Context: an optimization exercise on an open-source flow, tuned for small area. The choices shown serve that exercise and are no tape-out recipe. Only simulation tests tie the RTL to the original design; equivalence was not proved. Power and IR drop assume default switching activity.

// branch_predictor
module branch_predictor (
  input  wire logic        CLK,
  input  wire logic        RST,
  input  logic [31:0]      pc,
  output logic             hit,
  output logic             pred_taken,
  output logic [31:0]      pred_target,
  input  wire logic        upd_en,
  input  logic [31:0]      upd_pc,
  input  wire logic        upd_taken,
  input  logic [31:0]      upd_target,
  input  wire logic        flush_tbl,
  output logic             mispredict,
  output logic [31:0]      upd_cnt,
  output logic [31:0]      miss_cnt
);
==> flow/config.mk <==
export PLATFORM = sky130hd
export DESIGN_NAME = branch_predictor
export DESIGN_NICKNAME = branch_predictor
export VERILOG_FILES = /design/flow/design.v
export SDC_FILE = /design/flow/constraint.sdc
export NUM_CORES = 4
export LEC_CHECK = 0
export CAP_MARGIN = 0
export CORE_MARGIN = 2
export CORE_UTILIZATION = 50
export CTS_CLUSTER_DIAMETER = 80
export CTS_CLUSTER_SIZE = 30
export PLACE_DENSITY = 0.68
export SETUP_SLACK_MARGIN = 0.3
export SLEW_MARGIN = 0
export SYNTH_HIERARCHICAL = 1
==> flow/constraint.sdc <==
create_clock -name core_clock -period 8.0 [get_ports {CLK}]
set_input_delay 1.6000 -clock core_clock [delete_from_list [all_inputs] [get_ports {CLK}]]
set_output_delay 1.6000 -clock core_clock [all_outputs]
set_load 0.01 [all_outputs]
standard.sh (not shown) runs the stock make flow with config.mk's settings and CLKGATE_MAP_FILE= SYNTH_SCRIPT=/design/flow/synth_recipe.tcl, a recipe that flattens the netlist after the stock synthesis.
==> flow/flow/run.sh <==
#!/bin/bash
# Standard layout, with the port buffers made from the smallest plain buffer
# instead of the delay buffer the default choice picks.
set -euo pipefail
export BUFFER_PORTS_ARGS="-buffer_cell sky130_fd_sc_hd__buf_1"
bash standard.sh > standard.log 2>&1
The first run completed without violations.
Edit:
- CORE_UTILIZATION: 50 -> 55
- PLACE_DENSITY: 0.68 -> not set
- SETUP_SLACK_MARGIN: 0.3 -> 0.5
Outcome:
- fmax stays flat
- cell area went down by 0.61%
- synthesized area does not change
- clock power stays flat
Edit:
==> flow/flow/run.sh (replaced) <==
#!/bin/bash
# Standard layout, with two changes: the port buffers are made from the
# smallest plain buffer instead of the delay buffer the default choice picks,
# and after global routing's repair the paths with spare slack are sized down.
set -euo pipefail
export BUFFER_PORTS_ARGS="-buffer_cell sky130_fd_sc_hd__buf_1"
export RECOVER_POWER=100
bash standard.sh > standard.log 2>&1
- SETUP_SLACK_MARGIN: 0.5 -> 0.3
What happened: With this change the flow completed and failed the layout checks on max-capacitance violations, max-slew violations, negative setup slack. Maximum frequency shrinks by 8.9%. Routed wire length shrinks by 0.44%. Register-to-register slack is worse by 1.2 ns. Via count hardly moves. Critical path depth shrinks by 6. Final area shrinks by 0.42%. Hold slack is better by 0.0036 ns. Synthesized cell count is unchanged.
Edit:
==> flow/run.sh (new file) <==
#!/bin/bash
# synth_recipe.tcl (not shown) runs the flow's synth.tcl, then flattens the netlist and writes it again
# the make line also repeats each setting of config.mk as NAME=value (left out here)
make -C /OpenROAD-flow-scripts/flow DESIGN_CONFIG=/design/flow/config.mk WORK_HOME=/design/flow/orfs CLKGATE_MAP_FILE= SYNTH_SCRIPT=/design/flow/synth_recipe.tcl finish
- CAP_MARGIN: 0 -> 20
- CTS_CLUSTER_DIAMETER: 80 -> not set
- CTS_CLUSTER_SIZE: 30 -> not set
- SETUP_SLACK_MARGIN: 0.3 -> 0.1
- SLEW_MARGIN: 0 -> 20
removed: flow/flow/run.sh
removed: flow/standard.sh
The changed run ran to the end with no violations.
Die area does not change.
Count of clock-buffer cells in the layout went up by 108.
Register-to-register slack gets better by 1.2 ns.
Routed wire length went up by 1.1%.
Cell count is higher by 2.9%.
Final area grows by 8.4%.
Maximum frequency rose by 5.4%.
Utilization came out higher by 5.2 points.
Global-route usage is higher by 0.90 points.
Total power grows by 17%.
Hold slack got worse by 0.012 ns.
Edit:
==> flow/flow/run.sh (new file) <==
#!/bin/bash
# Standard layout, with the port buffers made from the smallest plain buffer
# instead of the delay buffer the default choice picks.
set -euo pipefail
export BUFFER_PORTS_ARGS="-buffer_cell sky130_fd_sc_hd__buf_1"
bash standard.sh > standard.log 2>&1
==> flow/standard.sh (new file) <==
#!/bin/bash
# synth_recipe.tcl (not shown) runs the flow's synth.tcl, then flattens the netlist and writes it again
# the make line also repeats each setting of config.mk as NAME=value (left out here)
make -C /OpenROAD-flow-scripts/flow DESIGN_CONFIG=/design/flow/config.mk WORK_HOME=/design/flow/orfs CLKGATE_MAP_FILE= SYNTH_SCRIPT=/design/flow/synth_recipe.tcl "${@:-finish}"
- CAP_MARGIN: 20 -> 0
- CORE_UTILIZATION: 55 -> 60
- CTS_CLUSTER_DIAMETER: not set -> 80
- CTS_CLUSTER_SIZE: not set -> 30
- SETUP_SLACK_MARGIN: 0.1 -> 0.3
- SLEW_MARGIN: 20 -> 0
removed: flow/run.sh
The changed run completed with no timing, DRC or antenna violations.
Synthesized area does not change.
Core utilization climbs by 0.53 points.
Cell count went down by a few percent.
Flip-flop and latch count does not change.
Wire length goes down slightly.
First-iteration DRC count went up by a little under a tenth.
Via count barely changes.
Clock power falls by well over a third.
Final area went down by a little under a tenth.

* * *

Starting RTL as in the previous note.
clock: 8.0 ns
lec_check: 0
cap_margin: 0
core_margin: 2
core_utilization: 55
cts_cluster_diameter: 80
cts_cluster_size: 30
setup_slack_margin: 0.1
slew_margin: 0
synth_hierarchical: 1
==> flow/flow/run.sh <==
#!/bin/bash
# Standard layout, with the port buffers made from the smallest plain buffer
# instead of the delay buffer the default choice picks.
set -euo pipefail
export BUFFER_PORTS_ARGS="-buffer_cell sky130_fd_sc_hd__buf_1"
bash standard.sh > standard.log 2>&1
Edit:
--- a/flow/config.mk
+++ b/flow/config.mk
@@ -10,5 +10,6 @@
 export CORE_UTILIZATION = 55
-export CTS_CLUSTER_DIAMETER = 80
-export CTS_CLUSTER_SIZE = 30
-export SETUP_SLACK_MARGIN = 0.1
+export CTS_BUF_LIST = sky130_fd_sc_hd__clkbuf_8
+export CTS_CLUSTER_DIAMETER = 50
+export CTS_CLUSTER_SIZE = 16
+export SETUP_SLACK_MARGIN = 0.3
 export SLEW_MARGIN = 0
Outcome: The new run passed the timing, design-rule and antenna checks; core utilization rose by 0.78 points; wire length went down by 2.9%; setup slack gets better by 0.27 ns; combinational power stays flat; fmax went up by 3.6%; global-route usage went down by 1.1 points; area after synthesis does not change; die area stays the same; worst hold slack is about the same.
Edit:
--- a/flow/config.mk
+++ b/flow/config.mk
@@ -10,5 +10,4 @@
 export CORE_UTILIZATION = 55
-export CTS_BUF_LIST = sky130_fd_sc_hd__clkbuf_8
-export CTS_CLUSTER_DIAMETER = 50
-export CTS_CLUSTER_SIZE = 16
+export CTS_CLUSTER_DIAMETER = 80
+export CTS_CLUSTER_SIZE = 30
 export SETUP_SLACK_MARGIN = 0.3
Outcome: Non-clock buffer count does not change. Global-route usage drops by 0.34 points. Sequential cell count stays the same. Sequential power is about the same. Die area does not change. Power came out lower by a few percent. Clock-buffer cell count went down by 64. Synthesized cell count does not change. Sequential share of layout area is higher by 0.89 points. First-iteration DRC count goes up by a few percent.
Edit:
--- a/flow/config.mk
+++ b/flow/config.mk
@@ -10,4 +10,4 @@
 export CORE_UTILIZATION = 55
-export CTS_CLUSTER_DIAMETER = 80
-export CTS_CLUSTER_SIZE = 30
+export CTS_CLUSTER_DIAMETER = 70
+export CTS_CLUSTER_SIZE = 36
 export SETUP_SLACK_MARGIN = 0.3
What happened:
- first-iteration DRC count fell by a few percent
- area after synthesis does not change
- final area rose slightly
Edit:
==> flow/run.sh (new file) <==
#!/bin/bash
# synth_recipe.tcl (not shown) runs the flow's synth.tcl, then flattens the netlist and writes it again
# the make line also repeats each setting of config.mk as NAME=value (left out here)
make -C /OpenROAD-flow-scripts/flow DESIGN_CONFIG=/design/flow/config.mk WORK_HOME=/design/flow/orfs CLKGATE_MAP_FILE= SYNTH_SCRIPT=/design/flow/synth_recipe.tcl finish
--- a/flow/config.mk
+++ b/flow/config.mk
@@ -7,9 +7,9 @@
 export LEC_CHECK = 0
-export CAP_MARGIN = 0
+export CAP_MARGIN = 20
 export CORE_MARGIN = 2
 export CORE_UTILIZATION = 55
-export CTS_CLUSTER_DIAMETER = 70
-export CTS_CLUSTER_SIZE = 36
-export SETUP_SLACK_MARGIN = 0.3
-export SLEW_MARGIN = 0
+export CTS_CLUSTER_DIAMETER = 80
+export CTS_CLUSTER_SIZE = 30
+export SETUP_SLACK_MARGIN = 0.1
+export SLEW_MARGIN = 20
 export SYNTH_HIERARCHICAL = 1
removed: flow/flow/run.sh
removed: flow/standard.sh
Final area increases by 3.4%.
Power decreases by 1.1%.
Area after synthesis does not change.
Worst setup slack is worse by 0.19 ns.
Clock-buffer cell count decreases by 2.

## re-timing with driven ports
How much do the figures lean on ideal ports? The routed layouts below were timed once more, with nothing changed but the port constraints. Step 1 (the two cells are an assumption about what drives the block):
set clk [get_ports {CLK}]
set_driving_cell -lib_cell sky130_fd_sc_hd__clkbuf_16 $clk
set_driving_cell -lib_cell sky130_fd_sc_hd__buf_2 [delete_from_list [all_inputs] $clk]
Step 2 adds t to the input delays and takes it off the output delays; t is the mean of the earliest and latest rising clock arrival at the registers after step 1. Input paths then give back, and output paths get back, about the clock's delay inside the block. Three values: no drivers, after step 1, after step 2; two values: the first two.
run | t (ns) | setup slack, ns | worst register clock-pin slew, ns | worst data-port slew with drivers (ns)
the first run of note 1 | 0.724 | 0.476 / 0.366 / 0.366 | 0.12 / 0.12 | 0.17
the second run of note 1 | 0.726 | 0.480 / 0.378 / 0.378 | 0.12 / 0.12 | 0.17
the third run of note 1 | 0.722 | -0.257 / -0.283 / -1.005 | 0.12 / 0.12 | 0.18
the fourth run of note 1 | 0.734 | 0.165 / 0.102 / 0.102 | 0.07 / 0.07 | 0.14
the fifth run of note 1 | 0.722 | 0.302 / 0.268 / 0.268 | 0.12 / 0.12 | 0.14
the first run of note 2 | 0.756 | 0.132 / 0.106 / 0.106 | 0.12 / 0.12 | 0.15
the second run of note 2 | 0.849 | 0.405 / 0.343 / 0.343 | 0.11 / 0.11 | 0.17
the third run of note 2 | 0.724 | 0.447 / 0.321 / 0.321 | 0.12 / 0.12 | 0.18
the fourth run of note 2 | 0.739 | 0.403 / 0.300 / 0.300 | 0.12 / 0.12 | 0.19
the fifth run of note 2 | 0.729 | 0.216 / 0.166 / 0.166 | 0.12 / 0.12 | 0.13
For the third run of note 1, which loses most, drivers alone change the setup slack by -0.026 ns; drivers and shift together by -0.748 ns.
